This is an optimization exercise on Yosys and OpenROAD, whose aim is small area, a short achievable clock period and few clock cycles, not a production implementation.
The RTL was checked by simulation tests, not by an equivalence proof against the original design.
No activity file was given, so power comes from the tool's default toggle rates.

Setup of tundra:
## cpu_core
module cpu_core(
    input  logic                clock,
    input  logic                reset_i,
    input  logic [31:0]         instr_i,
    input  logic [31:0]         dmem_rdata_i,
    output logic [31:0]         imem_addr_o,
    output logic [31:0]         dmem_addr_o,
    output logic [31:0]         dmem_wdata_o,
    output logic                dmem_wren_o
);
Size in the first run: about 6100 cells after synthesis, about 160 I/O pins.
Settings: LEC_CHECK=0, CAP_MARGIN=20, CORE_MARGIN=2, CORE_UTILIZATION=55, CTS_BUF_LIST=sky130_fd_sc_hd__clkbuf_8, CTS_CLUSTER_SIZE=20, PLACE_DENSITY=0.65, SLEW_MARGIN=20, SYNTH_HIERARCHICAL=1, TNS_END_PERCENT=10; clock period 9.0 ns.
standard.sh (not shown) runs the stock make flow with config.mk's settings and CLKGATE_MAP_FILE= SYNTH_SCRIPT=/design/flow/synth_recipe.tcl, a recipe that flattens the netlist after the stock synthesis.
==> flow/flow/run.sh <==
#!/bin/bash
set -euo pipefail
cd "$(dirname "${BASH_SOURCE[0]}")/.."
bash standard.sh SETUP_SLACK_MARGIN=5.7 \
    "BUFFER_PORTS_ARGS=-buffer_cell sky130_fd_sc_hd__buf_4" \
    finish > standard.log 2>&1
Testbench counts of tundra, summed over its fixed seeds: cycles 45,237.
For pepper, these inputs were changed with respect to tundra:
- PLACE_DENSITY: 0.65 -> 0.55
- CORE_UTILIZATION: 55 -> 40
==> flow/flow/run.sh <==
#!/bin/bash
set -euo pipefail
cd "$(dirname "${BASH_SOURCE[0]}")/.."
bash standard.sh SETUP_SLACK_MARGIN=5.7 finish > standard.log 2>&1
Notes after the runs:
Count of clock-buffer cells in the layout: tundra and pepper compared, lower one is tundra
Delta (pepper minus tundra): clock period minus final worst setup slack shows a reduction of 64 ps, share of flip-flops with an asynchronous set or reset after synthesis neither gained nor lost much, mean routed wirelength per cell fell by about 3%, total placed cells including tap cells +about 9%, die area rose by about 37%.
In the metrics for tundra and pepper, the one carrying the lower highest clock rate is tundra.
CTS clock-pin slew for the worst setup and hold paths delta (tundra -> pepper): insignificant
pepper has count of cell instances traversed by the critical path below what tundra had.
dmem_rdata_i[26] as the worst setup path startpoint was reported by tundra, and xm_dest[4] by pepper.
The total iterations of the first detailed-routing run of pepper exceeds that of tundra by 2.
> inputs changed (pepper -> xenon)
- changing PLACE_DENSITY from 0.55 to 0.75
==> flow/flow/run.sh <==
#!/bin/bash
set -euo pipefail
cd "$(dirname "${BASH_SOURCE[0]}")/.."
bash standard.sh SETUP_SLACK_MARGIN=5.7 \
    "BUFFER_PORTS_ARGS=-buffer_cell sky130_fd_sc_hd__buf_4" \
    finish > standard.log 2>&1
## What came out
In the metrics for pepper and xenon, the one carrying the lower number of cells on the worst reg-to-reg path is pepper. Power consumption delta (xenon -> pepper): insignificant. The higher delay of the slowest cell on the worst path came out of pepper. The initial DRC count in xenon is 1.15 times that in pepper. The run showing the smaller layout-stage area growth over the synthesis result is xenon. Min sequential share of layout area across pepper and xenon: pepper.
The following lists how cedar was set up differently from xenon:
- PLACE_DENSITY now 0.55, was 0.75
[summary]
Clock skew in cedar is 48 ps lower than in xenon. Going from xenon to cedar, worst setup slack rose by 71 ps, part of the cycle the worst path needs fell by 0.79 points, placed wire-length estimate after detailed placement rose by 8.4%, final setup TNS stayed essentially flat. Endpoint of the most critical setup path = xm_oth[27]: cedar; endpoint of the most critical setup path = rv[31]: xenon. Compared with xenon, cedar is hungrier on power. Area of all placed cells without fillers: xenon vs cedar, no meaningful difference. Relative to xenon, worst hold slack increased by 56 ps in cedar. Higher maximum number of pins on one net before global-route repair was reported by xenon, not cedar. Total detailed-routing wirelength ended up about 6% higher on cedar than on xenon. Global route total overflow delta (cedar -> xenon): insignificant. Of the two values seen for launching instance or port of the critical path, de_sll was produced by cedar and xm_dest[0] by xenon.

Starting RTL as in the previous note.
clock: 9.0 ns
lec_check: 0
cap_margin: 20
core_margin: 2
core_utilization: 40
cts_buf_list: sky130_fd_sc_hd__clkbuf_8
cts_cluster_size: 20
place_density: 0.55
setup_slack_margin: 5
slew_margin: 20
synth_hierarchical: 1
tns_end_percent: 10
run.sh (not shown) runs the stock make flow with config.mk's settings and CLKGATE_MAP_FILE= SYNTH_SCRIPT=/design/flow/synth_recipe.tcl, a recipe that flattens the netlist after the stock synthesis.
Stock flow here: none of the scripts above is used.
Testbench counts at the start, summed over its fixed seeds: cycles 45,237.
Rerun with:
==> flow/flow/run.sh (new file) <==
#!/bin/bash
set -euo pipefail
cd "$(dirname "${BASH_SOURCE[0]}")/.."
bash standard.sh SETUP_SLACK_MARGIN=5.7 \
    "BUFFER_PORTS_ARGS=-buffer_cell sky130_fd_sc_hd__buf_4" \
    finish > standard.log 2>&1
==> flow/standard.sh (new file) <==
#!/bin/bash
# synth_recipe.tcl (not shown) runs the flow's synth.tcl, then flattens the netlist and writes it again
# the make line also repeats each setting of config.mk as NAME=value (left out here)
make -C /OpenROAD-flow-scripts/flow DESIGN_CONFIG=/design/flow/config.mk WORK_HOME=/design/flow/orfs CLKGATE_MAP_FILE= SYNTH_SCRIPT=/design/flow/synth_recipe.tcl "${@:-finish}"
PLACE_DENSITY = 0.65   (was 0.55)
SETUP_SLACK_MARGIN = unset   (was 5)
removed: flow/run.sh
What happened: The new run completed without violations; power falls by 0.62%; area after synthesis does not change; first-iteration DRC count rose by about 6%; utilization fell by 0.20 points.

## separate check: timing with driven ports
The flow's constraints put no driver on any port. The routed layouts listed below were extracted and timed again, unchanged, in two steps.
Step 1 sets driving cells, clkbuf_16 on the clock port and buf_2 on the other inputs (assumed; they add their load-dependent delay and slew).
Step 2 also shifts input and output timing later by t, the mid clock arrival at the registers, as if the neighbouring blocks saw the same clock.
Three values: ideal, step 1, step 2; two values: the first two.
run	t (ns)	slack for setup (ns)	clock arrival spread, ns
tundra	1.082	5.160 / 5.202 / 4.120	0.075 / 0.075
pepper	1.077	5.224 / 5.224 / 4.189	0.095 / 0.095
xenon	1.093	5.123 / 5.123 / 4.223	0.132 / 0.133
cedar	1.069	5.194 / 5.171 / 4.102	0.086 / 0.086
the first run of note 2	1.074	4.917 / 4.836 / 3.828	0.096 / 0.097
the second run of note 2	1.104	5.243 / 5.245 / 4.164	0.104 / 0.104
After both steps setup and hold are still met in every run listed. The setup slack of cedar, which loses most, moves by -0.023 ns with the drivers and by -1.092 ns with both steps.
